Context: an optimization exercise on an open-source flow, tuned for small area, a short achievable clock period and few clock cycles per item. The choices shown serve that exercise and are no tape-out recipe. Function was checked by simulation only, so behaviour that the tests miss may differ from the original. Power and IR drop assume default switching activity.

== job 101 ==
==> flow/design.v (excerpt) <==
module weighted_write_coalescing_buffer_unit (
   input  logic                               clock,
   input  logic                               reset,
   input  logic                               req_valid,
   output logic                               req_ready,
   input  logic                               req_mode,
   input  logic [wwcb_pkg::ITEM_W-1:0]        req_item_id,
   input  logic [wwcb_pkg::MODEM_W-1:0]       req_modem_index,
   input  logic [wwcb_pkg::CLASS_W-1:0]       req_weight_class,
   output logic                               rsp_valid,
   input  logic                               rsp_ready,
   output logic [wwcb_pkg::ITEM_W-1:0]        rsp_out_item_id,
   output logic [wwcb_pkg::MODEM_W-1:0]       rsp_out_modem_index,
   output logic [wwcb_pkg::SERIAL_W-1:0]      rsp_batch_serial,
   output logic                               rsp_last,
   input  logic                               csr_psel,
   input  logic                               csr_penable,
   input  logic                               csr_pwrite,
   input  logic [wwcb_pkg::CSR_ADDR_W-1:0]    csr_paddr,
   input  logic [wwcb_pkg::CSR_DATA_W-1:0]    csr_pwdata,
   output logic [wwcb_pkg::CSR_DATA_W-1:0]    csr_prdata,
   output logic                               csr_pready
);
==> flow/config.mk <==
export PLATFORM = sky130hd
export DESIGN_NAME = weighted_write_coalescing_buffer_unit
export DESIGN_NICKNAME = weighted_write_coalescing_buffer_unit
export VERILOG_FILES = /design/flow/design.v
export SDC_FILE = /design/flow/constraint.sdc
export NUM_CORES = 4
export LEC_CHECK = 0
export CAP_MARGIN = 20
export CORE_MARGIN = 2
export CORE_UTILIZATION = 40
export SETUP_SLACK_MARGIN = 3.2
export SLEW_MARGIN = 20
==> flow/constraint.sdc <==
create_clock -name core_clock -period 6.0 [get_ports {clock}]
set_input_delay 1.2000 -clock core_clock [delete_from_list [all_inputs] [get_ports {clock}]]
set_output_delay 1.2000 -clock core_clock [all_outputs]
set_load 0.01 [all_outputs]
run.sh (not shown) runs the stock make flow with config.mk's settings and CLKGATE_MAP_FILE= SYNTH_SCRIPT=/design/flow/synth_recipe.tcl, a recipe that flattens the netlist after the stock synthesis.
Job 101 ran in full, but the layout does not pass; the checks complain about max-slew violations.
Testbench counts of job 101, summed over its fixed seeds: cycles 12,315, items 12,000.
The following lists how job 102 was set up differently from job 101:
# job 101
export LEC_CHECK = 0
export CAP_MARGIN = 20
export CORE_MARGIN = 2
export CORE_UTILIZATION = 40
export SETUP_SLACK_MARGIN = 3.2
export SLEW_MARGIN = 20
create_clock -name core_clock -period 6.0 [get_ports {clock}]
# job 102
export LEC_CHECK = 0
export CAP_MARGIN = 20
export CORE_MARGIN = 2
export CORE_UTILIZATION = 40
export SETUP_SLACK_MARGIN = 2.5
export SLEW_MARGIN = 20
create_clock -name core_clock -period 6.0 [get_ports {clock}]
Results
Job 102 closes out successfully: all stages finished, all timing, DRC and antenna checks passed. Looking only at reported combinational group power, and setting everything else aside, the higher value of job 102 and job 101 goes to job 101. The endpoint of the most critical setup path comes out u_ctrl.o_key[10] in one run and u_ctrl.o_key[11] in the other, namely in job 102 and job 101 respectively. A launch point of the worst path of u_ctrl.rd[0] is what job 102 shows, while u_ctrl.rd[1] belongs to job 101. Final period demand of the worst path on job 102 is ahead of job 101. What job 102 reported for average detailed-routed wire length per instance has to be multiplied by 1.08 to get the figure for job 101. Job 102 vs. job 101: logic depth of the worst setup path including buffers went down by 3. Job 101 → job 102: fmax increased 4.3%; detailed-route wire length now smaller; clock network power +9.9%.
Modified inputs, job 103 compared to job 102
# job 102
export LEC_CHECK = 0
export CAP_MARGIN = 20
export CORE_MARGIN = 2
export CORE_UTILIZATION = 40
export SETUP_SLACK_MARGIN = 2.5
export SLEW_MARGIN = 20
create_clock -name core_clock -period 6.0 [get_ports {clock}]
# job 103
export LEC_CHECK = 0
export CAP_MARGIN = 20
export CORE_MARGIN = 2
export CORE_UTILIZATION = 40
export SETUP_SLACK_MARGIN = 2.8
export SLEW_MARGIN = 20
create_clock -name core_clock -period 6.0 [get_ports {clock}]
[summary]
Worst setup margin came out higher on job 103 than on job 102.
Between job 102 and job 103, the later-pin clock latency in the skew report does not differ in any meaningful way.
Of job 102 and job 103, the run reporting the higher layout overhead on the synthesized area was job 103.
The maximum clock frequency of job 103 is higher than that of job 102.
Global-route wire length before repair in job 103 is 2400 um above job 102.
In job 103 the part of the power in the clock network turned out 1.1 points lower than in job 102.
The following lists how job 104 was set up differently from job 103:
# job 103
export LEC_CHECK = 0
export CAP_MARGIN = 20
export CORE_MARGIN = 2
export CORE_UTILIZATION = 40
export SETUP_SLACK_MARGIN = 2.8
export SLEW_MARGIN = 20
create_clock -name core_clock -period 6.0 [get_ports {clock}]
# job 104
export LEC_CHECK = 0
export CAP_MARGIN = 20
export CORE_MARGIN = 2
export CORE_UTILIZATION = 40
export CTS_BUF_LIST = sky130_fd_sc_hd__clkbuf_4
export SETUP_SLACK_MARGIN = 2.8
export SLEW_MARGIN = 20
create_clock -name core_clock -period 6.0 [get_ports {clock}]
Number of multi-input logic gates: job 104 vs job 103 — no meaningful difference. Taking job 103 as the reference, in job 104 sequential power has remained practically unchanged, placed instance count has remained practically unchanged. [compare] base=job 103 new=job 104: first-pass GRT wire length went up about 1.4%, overall power after layout went down about 5.4%, worst hold slack went down 0.0074 ns, part of the cycle the worst path needs went up 4.6 points, leakage power went up 0.37 nW.

-- what the ideal ports hide --
In the flow no input, the clock included, has a driving cell. The finished layouts below were timed again as built, in two steps. Step 1 sets driving cells, clkbuf_16 on the clock port and buf_2 on the other inputs (assumed; they add their load-dependent delay and slew). Step 2 moves the port delays by t, midway between the first and last clock arrival at a register: inputs arrive t later, outputs are due t later. That takes back most of the time a late clock gives input paths. Three values: ideal ports, drivers, drivers and shift; two values: the first two.
run | t (ns) | slack for setup (ns) | worst setup path at the end | slew at the worst register clock pin (ns)
job 101 | 0.761 | 2.174 / 2.174 / 2.174 | register to register | 0.07 / 0.07
job 102 | 0.750 | 2.333 / 2.333 / 1.910 | input to register | 0.07 / 0.07
job 103 | 0.742 | 2.612 / 2.612 / 2.183 | input to register | 0.07 / 0.07
job 104 | 1.179 | 2.337 / 2.269 / 1.945 | input to register | 0.08 / 0.08
For job 103, which loses most, drivers alone change the setup slack by 0.000 ns; drivers and shift together by -0.429 ns.
